From an optimization exercise on the open Yosys and OpenROAD flow, aimed at a short achievable clock period and few clock cycles per item; shortcuts taken in it are not production practice. Only simulation tests tie the RTL to the original design; equivalence was not proved. Power and IR drop assume default switching activity.

==> design/flow/design.v <==
package lc4_pkg;
    localparam int WORD_W    = 16;
    localparam int REG_IDX_W = 3;
    localparam int NUM_REGS  = 8;
    localparam logic [WORD_W-1:0] RESET_PC = 16'h8200;
    localparam logic [3:0] OP_ARITH = 4'd1;
    localparam logic [3:0] OP_LOGIC = 4'd5;
    localparam logic [3:0] OP_LDR   = 4'd6;
    localparam logic [3:0] OP_STR   = 4'd7;
    localparam logic [3:0] OP_CONST = 4'd9;
    localparam logic [1:0] SUB_ADD = 2'b00;
    localparam logic [1:0] SUB_SUB = 2'b10;
    localparam logic [1:0] SUB_AND = 2'b00;
    localparam logic [1:0] SUB_OR  = 2'b10;
    localparam logic [1:0] SUB_XOR = 2'b11;
    localparam logic [2:0] ALU_ADD  = 3'd0;
    localparam logic [2:0] ALU_SUB  = 3'd1;
    localparam logic [2:0] ALU_AND  = 3'd2;
    localparam logic [2:0] ALU_OR   = 3'd3;
    localparam logic [2:0] ALU_XOR  = 3'd4;
    localparam logic [2:0] ALU_PASS = 3'd5;  
    typedef logic [WORD_W-1:0]    word_t;
    typedef logic [REG_IDX_W-1:0] reg_idx_t;
    typedef struct packed {
        logic [3:0] opcode;
        reg_idx_t   rd;
        reg_idx_t   rs;
        logic       imm_flag;
        logic [1:0] sub_op;
        reg_idx_t   rt;
    } insn_reg_t;
    typedef struct packed {
        logic [3:0] opcode;
        reg_idx_t   rd_rt;  
        reg_idx_t   rs;
        logic [5:0] offset6;
    } insn_off_t;
    typedef struct packed {
        logic [3:0] opcode;
        reg_idx_t   rd;
        logic [8:0] imm9;
    } insn_cst_t;
    typedef union packed {
        insn_reg_t rv;
        insn_off_t ov;
        insn_cst_t cv;
    } insn_u;
    typedef struct packed {
        reg_idx_t   r1;
        logic       r1_re;
        reg_idx_t   r2;
        logic       r2_re;
        reg_idx_t   rd;
        logic       rf_we;
        logic       is_load;
        logic       is_store;
        logic [2:0] alu_op;
        word_t      imm;
        logic       imm_sel;
    } ctrl_t;
    typedef struct packed {
        logic  valid;
        word_t pc;
        insn_u insn;
        ctrl_t ctrl;
        word_t r1_data;
        word_t r2_data;
        word_t result;  
    } slot_t;
    typedef struct packed {
        logic     valid;
        word_t    pc;
        word_t    insn;
        logic     rf_we;
        reg_idx_t wsel;
        word_t    wdata;
        logic     dmem_we;
        word_t    dmem_addr;
        word_t    dmem_data;
    } retire_t;
    typedef struct packed {
        logic     we;
        reg_idx_t rd;
        word_t    value;
    } fwd_t;
endpackage
`timescale 1ns/1ps
module lc4_decoder (
    input  lc4_pkg::insn_u i_insn,
    output lc4_pkg::ctrl_t o_ctrl
);
    always_comb begin
        o_ctrl    = '0;  
        o_ctrl.r1 = i_insn.rv.rs;
        o_ctrl.r2 = i_insn.rv.rt;
        o_ctrl.rd = i_insn.rv.rd;
        case (i_insn.rv.opcode)
            lc4_pkg::OP_ARITH: begin
                if (i_insn.rv.imm_flag) begin
                    o_ctrl.imm     = {{11{i_insn.rv.sub_op[1]}}, i_insn.rv.sub_op, i_insn.rv.rt};
                    o_ctrl.imm_sel = 1'b1;
                    o_ctrl.rf_we   = 1'b1;
                end else if (i_insn.rv.sub_op == lc4_pkg::SUB_ADD || i_insn.rv.sub_op == lc4_pkg::SUB_SUB) begin
                    o_ctrl.alu_op = (i_insn.rv.sub_op == lc4_pkg::SUB_SUB) ? lc4_pkg::ALU_SUB : lc4_pkg::ALU_ADD;
                    o_ctrl.rf_we  = 1'b1;
                    o_ctrl.r2_re  = 1'b1;
                end
                o_ctrl.r1_re = o_ctrl.rf_we;  
            end
            lc4_pkg::OP_LOGIC: begin
                if (!i_insn.rv.imm_flag) begin
                    o_ctrl.rf_we = 1'b1;
                    case (i_insn.rv.sub_op)
                        lc4_pkg::SUB_AND: o_ctrl.alu_op = lc4_pkg::ALU_AND;
                        lc4_pkg::SUB_OR:  o_ctrl.alu_op = lc4_pkg::ALU_OR;
                        lc4_pkg::SUB_XOR: o_ctrl.alu_op = lc4_pkg::ALU_XOR;
                        default: o_ctrl.rf_we  = 1'b0;  
                    endcase
                end
                o_ctrl.r1_re = o_ctrl.rf_we;
                o_ctrl.r2_re = o_ctrl.rf_we;
            end
            lc4_pkg::OP_LDR, lc4_pkg::OP_STR: begin
                o_ctrl.r1       = i_insn.ov.rs;
                o_ctrl.r1_re    = 1'b1;
                o_ctrl.imm      = {{10{i_insn.ov.offset6[5]}}, i_insn.ov.offset6};
                o_ctrl.imm_sel  = 1'b1;  
                o_ctrl.is_load  = (i_insn.ov.opcode == lc4_pkg::OP_LDR);
                o_ctrl.is_store = (i_insn.ov.opcode == lc4_pkg::OP_STR);
                o_ctrl.rf_we    = o_ctrl.is_load;
                o_ctrl.rd       = i_insn.ov.rd_rt;
                o_ctrl.r2       = i_insn.ov.rd_rt;
                o_ctrl.r2_re    = o_ctrl.is_store;
            end
            lc4_pkg::OP_CONST: begin
                o_ctrl.rd      = i_insn.cv.rd;
                o_ctrl.rf_we   = 1'b1;
                o_ctrl.imm     = {{7{i_insn.cv.imm9[8]}}, i_insn.cv.imm9};
                o_ctrl.imm_sel = 1'b1;
                o_ctrl.alu_op  = lc4_pkg::ALU_PASS;
            end
            default: ;
        endcase
    end
endmodule
`timescale 1ns/1ps
module lc4_hazard_unit (
    input  lc4_pkg::ctrl_t i_ctrl_a,
    input  lc4_pkg::ctrl_t i_ctrl_b,
    input  lc4_pkg::slot_t i_x_slot_a,
    input  lc4_pkg::slot_t i_x_slot_b,
    output logic  o_hold,
    output logic  o_swap,
    output logic  o_kill_a,
    output logic  o_kill_b
);
    logic load_use_a;
    logic load_use_b;
    logic pair_dep;
    function automatic logic reads_reg(input lc4_pkg::ctrl_t c, input lc4_pkg::reg_idx_t rd);
        reads_reg = (c.r1_re && c.r1 == rd) || (c.r2_re && !c.is_store && c.r2 == rd);
    endfunction
    function automatic logic load_hit(input lc4_pkg::ctrl_t c, input lc4_pkg::slot_t x);
        load_hit = x.valid && x.ctrl.is_load && reads_reg(c, x.ctrl.rd);
    endfunction
    assign load_use_a = load_hit(i_ctrl_a, i_x_slot_a) || load_hit(i_ctrl_a, i_x_slot_b);
    assign load_use_b = load_hit(i_ctrl_b, i_x_slot_a) || load_hit(i_ctrl_b, i_x_slot_b);
    assign pair_dep = (i_ctrl_a.rf_we && reads_reg(i_ctrl_b, i_ctrl_a.rd))
                    || ((i_ctrl_a.is_load || i_ctrl_a.is_store)
                        && (i_ctrl_b.is_load || i_ctrl_b.is_store));  
    assign o_hold   = load_use_a;
    assign o_swap   = !load_use_a && (pair_dep || load_use_b);
    assign o_kill_a = load_use_a;
    assign o_kill_b = load_use_a || o_swap;
endmodule
`timescale 1ns/1ps
module lc4_regfile (
    input  logic     gwe,
    input  logic     i_arst_n,
    input  lc4_pkg::reg_idx_t i_rs_a,
    input  lc4_pkg::reg_idx_t i_rt_a,
    input  lc4_pkg::reg_idx_t i_rs_b,
    input  lc4_pkg::reg_idx_t i_rt_b,
    input  lc4_pkg::fwd_t     i_wr_a,
    input  lc4_pkg::fwd_t     i_wr_b,
    output lc4_pkg::word_t    o_rs_data_a,
    output lc4_pkg::word_t    o_rt_data_a,
    output lc4_pkg::word_t    o_rs_data_b,
    output lc4_pkg::word_t    o_rt_data_b
);
    lc4_pkg::word_t regs [lc4_pkg::NUM_REGS];
    always_ff @(posedge gwe or negedge i_arst_n) begin
        if (!i_arst_n) begin
            for (int i = 0; i < lc4_pkg::NUM_REGS; i++) begin
                regs[i] <= '0;
            end
        end else begin
            if (i_wr_a.we) regs[i_wr_a.rd] <= i_wr_a.value;
            if (i_wr_b.we) regs[i_wr_b.rd] <= i_wr_b.value;  
        end
    end
    function automatic lc4_pkg::word_t read_port(input lc4_pkg::reg_idx_t idx);
        if (i_wr_b.we && i_wr_b.rd == idx) read_port = i_wr_b.value;
        else if (i_wr_a.we && i_wr_a.rd == idx) read_port = i_wr_a.value;
        else read_port = regs[idx];
    endfunction
    always_comb begin
        o_rs_data_a = read_port(i_rs_a);
        o_rt_data_a = read_port(i_rt_a);
        o_rs_data_b = read_port(i_rs_b);
        o_rt_data_b = read_port(i_rt_b);
    end
endmodule
`timescale 1ns/1ps
module lc4_fetch (
    input  logic  gwe,
    input  logic  i_arst_n,
    input  logic  i_hold,
    input  logic  i_swap,
    input  lc4_pkg::insn_u i_insn_a,
    input  lc4_pkg::insn_u i_insn_b,
    output lc4_pkg::word_t o_pc,
    output lc4_pkg::slot_t o_d_slot_a,
    output lc4_pkg::slot_t o_d_slot_b
);
    lc4_pkg::word_t pc_q;
    lc4_pkg::word_t fetch_pc;
    lc4_pkg::slot_t nxt_a;
    lc4_pkg::slot_t nxt_b;
    assign fetch_pc = i_swap ? o_d_slot_b.pc : pc_q;
    assign o_pc     = fetch_pc;
    always_comb begin
        nxt_a       = '0;
        nxt_a.valid = 1'b1;
        nxt_a.pc    = fetch_pc;
        nxt_a.insn  = i_insn_a;
        nxt_b       = '0;
        nxt_b.valid = 1'b1;
        nxt_b.pc    = fetch_pc + 16'd1;
        nxt_b.insn  = i_insn_b;
    end
    always_ff @(posedge gwe or negedge i_arst_n) begin
        if (!i_arst_n) begin
            pc_q       <= lc4_pkg::RESET_PC;
            o_d_slot_a <= '0;  
            o_d_slot_b <= '0;
        end else if (!i_hold) begin
            pc_q       <= fetch_pc + 16'd2;
            o_d_slot_a <= nxt_a;
            o_d_slot_b <= nxt_b;
        end
    end
endmodule
`timescale 1ns/1ps
module lc4_execute (
    input  lc4_pkg::slot_t i_slot,
    input  lc4_pkg::fwd_t  i_m_a,
    input  lc4_pkg::fwd_t  i_m_b,
    input  lc4_pkg::fwd_t  i_w_a,
    input  lc4_pkg::fwd_t  i_w_b,
    output lc4_pkg::slot_t o_slot
);
    lc4_pkg::word_t op_a;
    lc4_pkg::word_t op_b;
    lc4_pkg::word_t rt_val;
    function automatic lc4_pkg::word_t bypass(input lc4_pkg::reg_idx_t idx, input lc4_pkg::word_t rf_val);
        if (i_m_b.we && i_m_b.rd == idx) bypass = i_m_b.value;
        else if (i_m_a.we && i_m_a.rd == idx) bypass = i_m_a.value;
        else if (i_w_b.we && i_w_b.rd == idx) bypass = i_w_b.value;
        else if (i_w_a.we && i_w_a.rd == idx) bypass = i_w_a.value;
        else bypass = rf_val;
    endfunction
    always_comb begin
        op_a   = bypass(i_slot.ctrl.r1, i_slot.r1_data);
        rt_val = bypass(i_slot.ctrl.r2, i_slot.r2_data);
        op_b   = i_slot.ctrl.imm_sel ? i_slot.ctrl.imm : rt_val;
        o_slot         = i_slot;
        o_slot.r1_data = op_a;
        o_slot.r2_data = rt_val;  
        case (i_slot.ctrl.alu_op)
            lc4_pkg::ALU_ADD:  o_slot.result = op_a + op_b;  
            lc4_pkg::ALU_SUB:  o_slot.result = op_a - op_b;
            lc4_pkg::ALU_AND:  o_slot.result = op_a & op_b;
            lc4_pkg::ALU_OR:   o_slot.result = op_a | op_b;
            lc4_pkg::ALU_XOR:  o_slot.result = op_a ^ op_b;
            lc4_pkg::ALU_PASS: o_slot.result = op_b;
            default:  o_slot.result = '0;
        endcase
    end
endmodule
`timescale 1ns/1ps
module lc4_mem_stage (
    input  logic    gwe,
    input  logic    i_arst_n,
    input  lc4_pkg::slot_t   i_m_slot_a,
    input  lc4_pkg::slot_t   i_m_slot_b,
    input  lc4_pkg::word_t   i_dmem_rdata,
    output lc4_pkg::word_t   o_dmem_addr,
    output lc4_pkg::word_t   o_dmem_wdata,
    output logic    o_dmem_we,
    output lc4_pkg::fwd_t    o_w_a,
    output lc4_pkg::fwd_t    o_w_b,
    output lc4_pkg::retire_t o_retire_a,
    output lc4_pkg::retire_t o_retire_b
);
    logic  acc_a;
    logic  acc_b;
    logic  use_b;
    lc4_pkg::word_t st_data_a;
    lc4_pkg::word_t st_data_b;
    lc4_pkg::slot_t w_a;
    lc4_pkg::slot_t w_b;
    lc4_pkg::word_t w_addr_a;
    lc4_pkg::word_t w_addr_b;
    assign acc_a = i_m_slot_a.valid && (i_m_slot_a.ctrl.is_load || i_m_slot_a.ctrl.is_store);
    assign acc_b = i_m_slot_b.valid && (i_m_slot_b.ctrl.is_load || i_m_slot_b.ctrl.is_store);
    assign use_b = acc_b && !acc_a;
    function automatic lc4_pkg::word_t wm_bypass(input lc4_pkg::reg_idx_t idx, input lc4_pkg::word_t val);
        if (o_w_b.we && o_w_b.rd == idx) wm_bypass = o_w_b.value;
        else if (o_w_a.we && o_w_a.rd == idx) wm_bypass = o_w_a.value;
        else wm_bypass = val;
    endfunction
    always_comb begin
        st_data_a = wm_bypass(i_m_slot_a.ctrl.r2, i_m_slot_a.r2_data);
        st_data_b = wm_bypass(i_m_slot_b.ctrl.r2, i_m_slot_b.r2_data);
        if (i_m_slot_a.valid && i_m_slot_a.ctrl.rf_we
                && i_m_slot_a.ctrl.rd == i_m_slot_b.ctrl.r2) begin
            st_data_b = i_m_slot_a.result;
        end
    end
    assign o_dmem_addr  = use_b ? i_m_slot_b.result : i_m_slot_a.result;
    assign o_dmem_wdata = use_b ? st_data_b : st_data_a;
    assign o_dmem_we    = (acc_a && i_m_slot_a.ctrl.is_store) || (acc_b && i_m_slot_b.ctrl.is_store);
    function automatic lc4_pkg::slot_t to_wb(input lc4_pkg::slot_t m, input lc4_pkg::word_t st_data, input lc4_pkg::word_t rdata);
        lc4_pkg::slot_t w;
        w         = m;
        w.r2_data = st_data;
        if (m.ctrl.is_load) w.result = rdata;
        to_wb = w;
    endfunction
    always_ff @(posedge gwe or negedge i_arst_n) begin
        if (!i_arst_n) begin
            w_a <= '0;
            w_b <= '0;
        end else begin
            w_a <= to_wb(i_m_slot_a, st_data_a, i_dmem_rdata);
            w_b <= to_wb(i_m_slot_b, st_data_b, i_dmem_rdata);
        end
    end
    always_ff @(posedge gwe) begin
        w_addr_a <= i_m_slot_a.result;  
        w_addr_b <= i_m_slot_b.result;
    end
    assign o_w_a = {w_a.valid && w_a.ctrl.rf_we, w_a.ctrl.rd, w_a.result};
    assign o_w_b = {w_b.valid && w_b.ctrl.rf_we, w_b.ctrl.rd, w_b.result};
    function automatic lc4_pkg::retire_t to_retire(input lc4_pkg::slot_t w, input lc4_pkg::word_t addr);
        lc4_pkg::retire_t r;
        r.valid     = w.valid;
        r.pc        = w.pc;
        r.insn      = w.insn;
        r.rf_we     = w.ctrl.rf_we;
        r.wsel      = w.ctrl.rd;
        r.wdata     = w.result;
        r.dmem_we   = w.ctrl.is_store;
        r.dmem_addr = (w.ctrl.is_load || w.ctrl.is_store) ? addr : '0;
        r.dmem_data = w.ctrl.is_store ? w.r2_data : (w.ctrl.is_load ? w.result : '0);
        to_retire = r;
    endfunction
    assign o_retire_a = to_retire(w_a, w_addr_a);
    assign o_retire_b = to_retire(w_b, w_addr_b);
endmodule
`timescale 1ns/1ps
module lc4_core (
    input  logic    gwe,
    input  logic    i_arst_n,
    output lc4_pkg::word_t   o_pc,
    input  lc4_pkg::insn_u   i_insn_a,
    input  lc4_pkg::insn_u   i_insn_b,
    output lc4_pkg::word_t   o_dmem_addr,
    output logic    o_dmem_we,
    output lc4_pkg::word_t   o_dmem_wdata,
    input  lc4_pkg::word_t   i_dmem_rdata,
    output lc4_pkg::retire_t o_retire_a,
    output lc4_pkg::retire_t o_retire_b
);
    logic  hold;
    logic  swap;
    logic  kill_a;
    logic  kill_b;
    lc4_pkg::slot_t d_slot_a;  
    lc4_pkg::slot_t d_slot_b;
    lc4_pkg::ctrl_t ctrl_a;
    lc4_pkg::ctrl_t ctrl_b;
    lc4_pkg::word_t rs_data_a;
    lc4_pkg::word_t rt_data_a;
    lc4_pkg::word_t rs_data_b;
    lc4_pkg::word_t rt_data_b;
    lc4_pkg::slot_t dec_a;
    lc4_pkg::slot_t dec_b;
    lc4_pkg::slot_t x_slot_a;  
    lc4_pkg::slot_t x_slot_b;
    lc4_pkg::slot_t x_out_a;
    lc4_pkg::slot_t x_out_b;
    lc4_pkg::slot_t m_slot_a;  
    lc4_pkg::slot_t m_slot_b;
    lc4_pkg::fwd_t  m_fwd_a;
    lc4_pkg::fwd_t  m_fwd_b;
    lc4_pkg::fwd_t  w_fwd_a;
    lc4_pkg::fwd_t  w_fwd_b;
    lc4_fetch fetch_i (
        .gwe(gwe), .i_arst_n(i_arst_n), .i_hold(hold), .i_swap(swap),
        .i_insn_a(i_insn_a), .i_insn_b(i_insn_b), .o_pc(o_pc),
        .o_d_slot_a(d_slot_a), .o_d_slot_b(d_slot_b)
    );
    lc4_decoder dec_a_i (.i_insn(d_slot_a.insn), .o_ctrl(ctrl_a));
    lc4_decoder dec_b_i (.i_insn(d_slot_b.insn), .o_ctrl(ctrl_b));
    lc4_hazard_unit hazard_i (
        .i_ctrl_a(ctrl_a), .i_ctrl_b(ctrl_b), .i_x_slot_a(x_slot_a), .i_x_slot_b(x_slot_b),
        .o_hold(hold), .o_swap(swap), .o_kill_a(kill_a), .o_kill_b(kill_b)
    );
    lc4_regfile regfile_i (
        .gwe(gwe), .i_arst_n(i_arst_n),
        .i_rs_a(ctrl_a.r1), .i_rt_a(ctrl_a.r2), .i_rs_b(ctrl_b.r1), .i_rt_b(ctrl_b.r2),
        .i_wr_a(w_fwd_a), .i_wr_b(w_fwd_b),
        .o_rs_data_a(rs_data_a), .o_rt_data_a(rt_data_a),
        .o_rs_data_b(rs_data_b), .o_rt_data_b(rt_data_b)
    );
    function automatic lc4_pkg::slot_t fill_slot(input lc4_pkg::slot_t s, input lc4_pkg::ctrl_t c, input lc4_pkg::word_t r1,
                                        input lc4_pkg::word_t r2, input logic kill);
        lc4_pkg::slot_t f;
        f         = s;
        f.ctrl    = c;
        f.r1_data = r1;
        f.r2_data = r2;
        if (kill) f = '0;
        fill_slot = f;
    endfunction
    assign dec_a = fill_slot(d_slot_a, ctrl_a, rs_data_a, rt_data_a, kill_a);
    assign dec_b = fill_slot(d_slot_b, ctrl_b, rs_data_b, rt_data_b, kill_b);
    always_ff @(posedge gwe or negedge i_arst_n) begin
        if (!i_arst_n) begin
            x_slot_a <= '0;
            x_slot_b <= '0;
            m_slot_a <= '0;
            m_slot_b <= '0;
        end else begin
            x_slot_a <= dec_a;
            x_slot_b <= dec_b;
            m_slot_a <= x_out_a;
            m_slot_b <= x_out_b;
        end
    end
    lc4_execute exec_a_i (
        .i_slot(x_slot_a), .i_m_a(m_fwd_a), .i_m_b(m_fwd_b),
        .i_w_a(w_fwd_a), .i_w_b(w_fwd_b), .o_slot(x_out_a)
    );
    lc4_execute exec_b_i (
        .i_slot(x_slot_b), .i_m_a(m_fwd_a), .i_m_b(m_fwd_b),
        .i_w_a(w_fwd_a), .i_w_b(w_fwd_b), .o_slot(x_out_b)
    );
    assign m_fwd_a = {m_slot_a.valid && m_slot_a.ctrl.rf_we && !m_slot_a.ctrl.is_load, m_slot_a.ctrl.rd, m_slot_a.result};
    assign m_fwd_b = {m_slot_b.valid && m_slot_b.ctrl.rf_we && !m_slot_b.ctrl.is_load, m_slot_b.ctrl.rd, m_slot_b.result};
    lc4_mem_stage mem_i (
        .gwe(gwe), .i_arst_n(i_arst_n),
        .i_m_slot_a(m_slot_a), .i_m_slot_b(m_slot_b), .i_dmem_rdata(i_dmem_rdata),
        .o_dmem_addr(o_dmem_addr), .o_dmem_wdata(o_dmem_wdata), .o_dmem_we(o_dmem_we),
        .o_w_a(w_fwd_a), .o_w_b(w_fwd_b), .o_retire_a(o_retire_a), .o_retire_b(o_retire_b)
    );
endmodule
`timescale 1ns/1ps
module lc4_top (
    input  logic        clk,
    input  logic        rst_n,
    output logic [15:0] o_pc,
    input  logic [15:0] i_insn_a,
    input  logic [15:0] i_insn_b,
    output logic [15:0] o_dmem_addr,
    output logic        o_dmem_we,
    output logic [15:0] o_dmem_wdata,
    input  logic [15:0] i_dmem_rdata,
    output logic        o_ret_a_valid,
    output logic [15:0] o_ret_a_pc,
    output logic [15:0] o_ret_a_insn,
    output logic        o_ret_a_rf_we,
    output logic [2:0]  o_ret_a_wsel,
    output logic [15:0] o_ret_a_wdata,
    output logic        o_ret_a_dmem_we,
    output logic [15:0] o_ret_a_dmem_addr,
    output logic [15:0] o_ret_a_dmem_data,
    output logic        o_ret_b_valid,
    output logic [15:0] o_ret_b_pc,
    output logic [15:0] o_ret_b_insn,
    output logic        o_ret_b_rf_we,
    output logic [2:0]  o_ret_b_wsel,
    output logic [15:0] o_ret_b_wdata,
    output logic        o_ret_b_dmem_we,
    output logic [15:0] o_ret_b_dmem_addr,
    output logic [15:0] o_ret_b_dmem_data
);
    lc4_pkg::retire_t ret_a;
    lc4_pkg::retire_t ret_b;
    lc4_core core_i (
        .gwe(clk), .i_arst_n(rst_n), .o_pc(o_pc), .i_insn_a(i_insn_a), .i_insn_b(i_insn_b),
        .o_dmem_addr(o_dmem_addr), .o_dmem_we(o_dmem_we), .o_dmem_wdata(o_dmem_wdata),
        .i_dmem_rdata(i_dmem_rdata), .o_retire_a(ret_a), .o_retire_b(ret_b)
    );
    assign o_ret_a_valid     = ret_a.valid;
    assign o_ret_a_pc        = ret_a.pc;
    assign o_ret_a_insn      = ret_a.insn;
    assign o_ret_a_rf_we     = ret_a.rf_we;
    assign o_ret_a_wsel      = ret_a.wsel;
    assign o_ret_a_wdata     = ret_a.wdata;
    assign o_ret_a_dmem_we   = ret_a.dmem_we;
    assign o_ret_a_dmem_addr = ret_a.dmem_addr;
    assign o_ret_a_dmem_data = ret_a.dmem_data;
    assign o_ret_b_valid     = ret_b.valid;
    assign o_ret_b_pc        = ret_b.pc;
    assign o_ret_b_insn      = ret_b.insn;
    assign o_ret_b_rf_we     = ret_b.rf_we;
    assign o_ret_b_wsel      = ret_b.wsel;
    assign o_ret_b_wdata     = ret_b.wdata;
    assign o_ret_b_dmem_we   = ret_b.dmem_we;
    assign o_ret_b_dmem_addr = ret_b.dmem_addr;
    assign o_ret_b_dmem_data = ret_b.dmem_data;
endmodule
==> design/flow/run.sh <==
#!/bin/bash
# synth_recipe.tcl (not shown) runs the flow's synth.tcl, then flattens the netlist and writes it again
# the make line also repeats each setting of config.mk as NAME=value (left out here)
make -C /OpenROAD-flow-scripts/flow DESIGN_CONFIG=/design/flow/config.mk WORK_HOME=/design/flow/orfs CLKGATE_MAP_FILE= SYNTH_SCRIPT=/design/flow/synth_recipe.tcl finish
==> design/flow/config.mk <==
export PLATFORM = sky130hd
export DESIGN_NAME = lc4_top
export DESIGN_NICKNAME = lc4_top
export VERILOG_FILES = /design/flow/design.v
export SDC_FILE = /design/flow/constraint.sdc
export NUM_CORES = 4
export LEC_CHECK = 0
export CAP_MARGIN = 20
export CORE_MARGIN = 2
export CORE_UTILIZATION = 40
export SLEW_MARGIN = 20
==> design/flow/constraint.sdc <==
create_clock -name core_clock -period 8.0 [get_ports {clk}]
set_input_delay 1.6000 -clock core_clock [delete_from_list [all_inputs] [get_ports {clk}]]
set_output_delay 1.6000 -clock core_clock [all_outputs]
set_load 0.01 [all_outputs]
==> summary.txt <==
gpl congestion - 0.963
total CTS buffers - 79
first-pass GRT wire length - 220000 um
Reg-to-Reg Start - core_i.mem_i.w_a[114]$_DFF_PN0_
Post-synth ARST share - 0.953
Fin. Hold Viols - 0
register area share after synthesis - 0.425
ANT nets after route - 0
worst vdd ir - 0.230 mV
Hold Path Class - reg -> reg
post-synthesis register bit count - 686
TritonRoute pass-1 iters - 8
postcts setup bufs - 0
vias in the first global route - 32100
switching pwr - 0.00676 W
clock tree sinks - 686
logic gate share of total power - 0.387
Clock Pin Slew Worst Setup and Hold Paths - 0.06 ns
cell area after layout - 46300 um2
core box area - 99700 um2
CTS tree - built
Crit. End Element - output port
cts repair resizes - 0
Die Ht - 320 um
Finished Layout Cells - 5775
synth warn - 8
H-tree depth - 3
nature of the critical path startpoint - register
Max-slew headroom - 0.210
slew at the pin closest to its max-slew limit - 1.18 ns
Power Dens Cells - 356 nW/um2
CP Class - reg -> out
Placed Cells - 5626
Post-DP HPWL - 103000 um
Synth Flop Type - dfrtp_1
gr ovfl total - 0
DRC violation count after routing - 0
vias per cell - 5.78
Ports - 271
IO Port Bufs - 270
Clock Path Buffers - 3
clk root buf - clkbuf_16
layout cells sized above 1 - 0.102
total power - 0.0165 W
Gate Count Post-Synth - 4405
min setup slack post-route - 1.18 ns
status - no timing/DRC/antenna violations
Mapped Area - 40100 um2
dpl ws - 1.45 ns
Total Routing Usage GR - 0.286
r2r setup slk - 1.32 ns
Post-synth EDFFs - 0
TNS Setup - 0 ns
vias after detailed routing - 33400
share of power burned in registers - 0.372
Area after DPL - 43400 um2
clk_skew - 0.0288 ns
Crit Path Max Fanout - 57
Row Count - 116
die area - 103000 um2
WP data required - 6.40 ns
Area Overhead vs Synth - 15.5%
largest net degree at the start of global routing - 162
Tcrit/Tclk final - 0.852
Tmin final - 6.82 ns
Starting Density - 0.402
Netlist cell types - 88
fin nets - 4562
Leak - 19.4 nW
die width - 320 um
worst setup path startpoint - core_i.fetch_i.o_d_slot_a[97]$_DFFE_PN0P_
Hold Path Origin - core_i.x_slot_a[110]$_DFF_PN0_
switching share of power - 0.411
initial antenna violation count - 3
# setup viols final - 0
Power Internal - 0.00970 W
hold buffers post-CTS - 0
fmax - 147 MHz
Synth Net Count - 4557
RSZ-0062 raised after global routing - no
drt total wl - 149000 um
max-slew violations - 0
WP data arrival - 5.22 ns
Clock Latency Late Sink - 0.68 ns
max_cap viols - 0
routed len/inst - 25.7 um
Clock Power Share - 0.241
DR iter-0 viols - 3597
syn avg cell area - 9.09 um2
[cell type report]
type	instances	area (um2)
clock inverters	37	571
diodes	2	5.00
clock buffers	109	2310
repair buffers	381	3580
flip-flops and latches	686	17000
inverters	119	447
multi-input cells	3143	20700
well taps	1298	1620
fillers	9357	53400
[power by group through the flow]
stage / logic, W / clock network (W) / registers [W]
after CTS: 0.00627 / 0.00404 / 0.00607
after floorplan: 0.00436 / 0 / 0.00525
after detailed placement: 0.00624 / 0 / 0.00612
final: 0.00637 / 0.00396 / 0.00613
after global placement: 0.00620 / 0 / 0.00612
after global routing: 0.00692 / 0.00418 / 0.00621
[critical path: stages (launching register included)]
cell and delay (ns):
dfrtp_1 0.46, nand3b_2 0.54, mux2i_4 0.73, xnor2_1 0.19, nor4_1 0.09, or3_4 0.65
a21oi_4 0.25, buf_4 0.52, mux2i_1 0.49, inv_1 0.07, clkdlybuf4s50_1 0.49
[state kept, by name (all words and copies together) (netlist names)]
register,count
core_i.regfile_i.regs,128
core_i.x_slot_a,84
core_i.x_slot_b,84
core_i.m_slot_a,71
core_i.m_slot_b,71
core_i.mem_i.w_a,68
core_i.mem_i.w_b,68
core_i.fetch_i.o_d_slot_a,32
core_i.fetch_i.o_d_slot_b,32
core_i.fetch_i.pc_q,16
core_i.mem_i.w_addr_a,16
core_i.mem_i.w_addr_b,16
[worst paths after layout]
kind | endpoint | cells after the start
setup reg to reg | core_i.m_slot_a[15]$_DFF_PN0_ | 18
hold reg to reg | core_i.m_slot_a[110]$_DFF_PN0_ | 0
max in group asynchronous | core_i.x_slot_a[110]$_DFF_PN0_ | 3
min in group asynchronous | core_i.m_slot_b[84]$_DFF_PN0_ | 1
setup / recovery | o_pc[13] | 10
hold / removal | core_i.m_slot_a[110]$_DFF_PN0_ | 0
[cell usage in the layout, fill, tap and decap left out, drive strengths merged, types with 49 or more instances in the layout]
master           n
a21oi          248
nor2           382
xnor2          108
and2            84
buf            112
mux2i          343
xor2            80
nand2          643
ha             100
clkdlybuf4s50  269
clkbuf         109
o21ai          442
inv            123
dfrtp          652
o22ai           49
mux2            74
[metal layers]
| layer | global-route usage | vias to the layer above | wire, um |
|---|---|---|---|
| li1 | - | 15200 | - |
| met1 | 0.382 | 16300 | 61900 |
| met2 | 0.455 | 1514 | 68200 |
| met3 | 0.0438 | 373 | 10600 |
| met4 | 0.140 | 2 | 7970 |
| met5 | 0 | - | 13 |
[cells in the mapped netlist, drive strengths merged (17+ instances only)]
| cell type | count | area (um2) |
|---|---|---|
| a211oi | 38 | 285 |
| a21o | 17 | 128 |
| a21oi | 248 | 1240 |
| a221oi | 24 | 216 |
| a22oi | 30 | 225 |
| a31oi | 44 | 275 |
| and2 | 84 | 526 |
| buf | 165 | 1060 |
| clkbuf | 292 | 1100 |
| dfrtp | 652 | 16300 |
| dfxtp | 32 | 641 |
| ha | 100 | 1250 |
| inv | 117 | 439 |
| mux2 | 74 | 833 |
| mux2i | 343 | 3480 |
| mux4 | 45 | 1010 |
| nand2 | 643 | 2410 |
| nand3 | 41 | 218 |
| nor2 | 382 | 1430 |
| nor2b | 45 | 282 |
| nor3 | 29 | 145 |
| nor4 | 30 | 225 |
| o211ai | 38 | 285 |
| o21ai | 442 | 2240 |
| o22ai | 49 | 307 |
| xnor2 | 108 | 946 |
| xor2 | 80 | 716 |
[stage by stage]
step / hold WS (ns) / utilization
finish: 0.330 / 0.464
global route: 0.342 / 0.464
CTS: 0.338 / 0.464
detailed placement: 0.335 / 0.435
global placement: 0.331 / 0.435
floorplan: 0.331 / -
[cell families after synthesis]
logic type / synth area share
multiplexers: 0.133
buffers and inverters: 0.0649
XOR/XNOR: 0.0426
AO/OA/AOI/OAI: 0.155
adder cells (fa/ha/maj): 0.0322
AND/OR/NAND/NOR: 0.147
flip-flops: 0.425
Testbench counts, summed over its fixed seeds: cycles 6,749, insns 9,600.

[port drivers added, routing unchanged]
In the flow no input, the clock included, has a driving cell. The finished layout below was timed again as built, in two steps. Step 1 assumes that a clkbuf_16 drives the clock port and a buf_2 every other input. Step 2 moves the port delays by t, midway between the first and last clock arrival at a register: inputs arrive t later, outputs are due t later. That takes back most of the time a late clock gives input paths. Three values: ideal ports, drivers, drivers and shift; two values: the first two.
t (ns): 0.738
slack for setup (ns): 1.183 / 1.113 / 1.323
clock arrival spread, ns: 0.029 / 0.029
worst register clock-pin slew, ns: 0.07 / 0.07
After both steps setup and hold are still met in this run. For this run, drivers alone change the setup slack by -0.070 ns; drivers and shift together by +0.140 ns.
